Background: an optimization exercise with open tools, aiming at small area. Do not read the settings as production practice. Only simulation tests tie the RTL to the original design; equivalence was not proved. Power is estimated from default activity; no workload was simulated.

==> flow/design.v (excerpt) <==
module mips_reg_file
#(
    parameter int DATA_W    = mips_pkg::REG_DATA_W,
    parameter int ADDR_W    = mips_pkg::REG_ADDR_W
) (
    input  logic              clk,
    input  logic              rst_n,
    input  logic              regWrite,
    input  logic [ADDR_W-1:0] writeReg,
    input  logic [DATA_W-1:0] writeData,
    input  logic [ADDR_W-1:0] readReg1,
    input  logic [ADDR_W-1:0] readReg2,
    output logic [DATA_W-1:0] readData1,
    output logic [DATA_W-1:0] readData2,
    input  logic [ADDR_W-1:0] dbgAddr,
    output logic [DATA_W-1:0] dbgData,
    output logic [15:0]       writeCount
);
==> flow/config.mk <==
export PLATFORM = sky130hd
export DESIGN_NAME = mips_reg_file
export DESIGN_NICKNAME = mips_reg_file
export VERILOG_FILES = /design/flow/design.v
export SDC_FILE = /design/flow/constraint.sdc
export NUM_CORES = 4
export LEC_CHECK = 0
export CAP_MARGIN = 10
export CELL_PAD_IN_SITES_DETAIL_PLACEMENT = 1
export CORE_MARGIN = 2
export CORE_UTILIZATION = 40
export CTS_BUF_LIST = sky130_fd_sc_hd__clkbuf_8
export CTS_CLUSTER_DIAMETER = 80
export CTS_CLUSTER_SIZE = 12
export PLACE_DENSITY = 0.55
export SETUP_SLACK_MARGIN = 0.2
export SLEW_MARGIN = 10
export SYNTH_HIERARCHICAL = 1
export SYNTH_MINIMUM_KEEP_SIZE = 0
==> flow/constraint.sdc <==
create_clock -name core_clock -period 6.0 [get_ports {clk}]
set_input_delay 1.2000 -clock core_clock [delete_from_list [all_inputs] [get_ports {clk}]]
set_output_delay 1.2000 -clock core_clock [all_outputs]
set_load 0.01 [all_outputs]
standard.sh (not shown) runs the stock make flow with config.mk's settings and CLKGATE_MAP_FILE= SYNTH_SCRIPT=/design/flow/synth_recipe.tcl, a recipe that flattens the netlist after the stock synthesis.
==> flow/flow/run.sh <==
#!/bin/bash
# The standard layout (standard.sh), with the ports buffered by buf_2 cells
# instead of the flow's default delay buffers. ORFS writes each step's log
# under orfs/logs; standard.sh's own output goes to standard.log.
set -euo pipefail
export BUFFER_PORTS_ARGS="-buffer_cell sky130_fd_sc_hd__buf_2"
bash standard.sh > standard.log 2>&1
The baseline finished clean.
Edit:
--- a/flow/config.mk
+++ b/flow/config.mk
@@ -11,6 +11,6 @@
 export CORE_UTILIZATION = 40
 export CTS_BUF_LIST = sky130_fd_sc_hd__clkbuf_8
-export CTS_CLUSTER_DIAMETER = 80
-export CTS_CLUSTER_SIZE = 12
+export CTS_CLUSTER_DIAMETER = 90
+export CTS_CLUSTER_SIZE = 14
 export PLACE_DENSITY = 0.55
 export SETUP_SLACK_MARGIN = 0.2
=> Routed wire length is about the same. Die area is unchanged. Global-route usage hardly moves. Power is lower by 1.8%. Maximum frequency is lower by 0.88%. Combinational power stays flat.
Edit:
--- a/flow/config.mk
+++ b/flow/config.mk
@@ -11,7 +11,7 @@
 export CORE_UTILIZATION = 40
 export CTS_BUF_LIST = sky130_fd_sc_hd__clkbuf_8
-export CTS_CLUSTER_DIAMETER = 90
-export CTS_CLUSTER_SIZE = 14
-export PLACE_DENSITY = 0.55
+export CTS_CLUSTER_DIAMETER = 80
+export CTS_CLUSTER_SIZE = 12
+export PLACE_DENSITY = 0.5
 export SETUP_SLACK_MARGIN = 0.2
 export SLEW_MARGIN = 10
=> The changed run passed the timing, design-rule and antenna checks. Wire length went up by a few percent. Worst setup slack improves by 0.14 ns. Clock skew stays flat. Clock-buffer cell count goes up by 15. Power grows by a few percent. Die area is unchanged. Critical path depth fell by 1. Global-route usage grows by 1.6 points. Final area grows slightly. Area after synthesis does not change. Register-to-register slack gains 0.05 ns.
Edit:
--- a/flow/config.mk
+++ b/flow/config.mk
@@ -13,5 +13,5 @@
 export CTS_CLUSTER_DIAMETER = 80
 export CTS_CLUSTER_SIZE = 12
-export PLACE_DENSITY = 0.5
+export PLACE_DENSITY = 0.58
 export SETUP_SLACK_MARGIN = 0.2
 export SLEW_MARGIN = 10
Outcome: The new run completed with no timing, DRC or antenna violations. Non-clock buffer count drops by 21. Global-route usage decreases by 0.42 points. Core utilization shrinks by 0.22 points. Routed wire length is lower slightly.

==> what the ideal ports hide <==
The results above use ideal ports. As a check the final layouts listed here were re-extracted and re-timed, cells and wires unchanged. Step 1 (the two cells are an assumption about what drives the block):
set clk [get_ports {clk}]
set_driving_cell -lib_cell sky130_fd_sc_hd__clkbuf_16 $clk
set_driving_cell -lib_cell sky130_fd_sc_hd__buf_2 [delete_from_list [all_inputs] $clk]
Step 2 moves the port delays by t, midway between the first and last clock arrival at a register: inputs arrive t later, outputs are due t later. That takes back most of the time a late clock gives input paths. Three values: ideal, step 1, step 2; two values: the first two.
run | t (ns) | setup WS [ns] | latest minus earliest clock arrival (ns) | worst register clock-pin slew, ns | pins driven straight from the clock port
the first run | 0.851 | 0.177 / 0.156 / 0.156 | 0.052 / 0.052 | 0.10 / 0.10 | 1
the second run | 0.839 | 0.125 / 0.104 / 0.104 | 0.097 / 0.097 | 0.11 / 0.11 | 1
the third run | 0.877 | 0.262 / 0.222 / 0.222 | 0.052 / 0.051 | 0.10 / 0.10 | 1
the fourth run | 0.879 | 0.178 / 0.149 / 0.149 | 0.052 / 0.052 | 0.10 / 0.10 | 1
After both steps setup and hold are still met in every run listed. The setup slack of the third run, which loses most, moves by -0.040 ns with the drivers and by -0.040 ns with both steps.
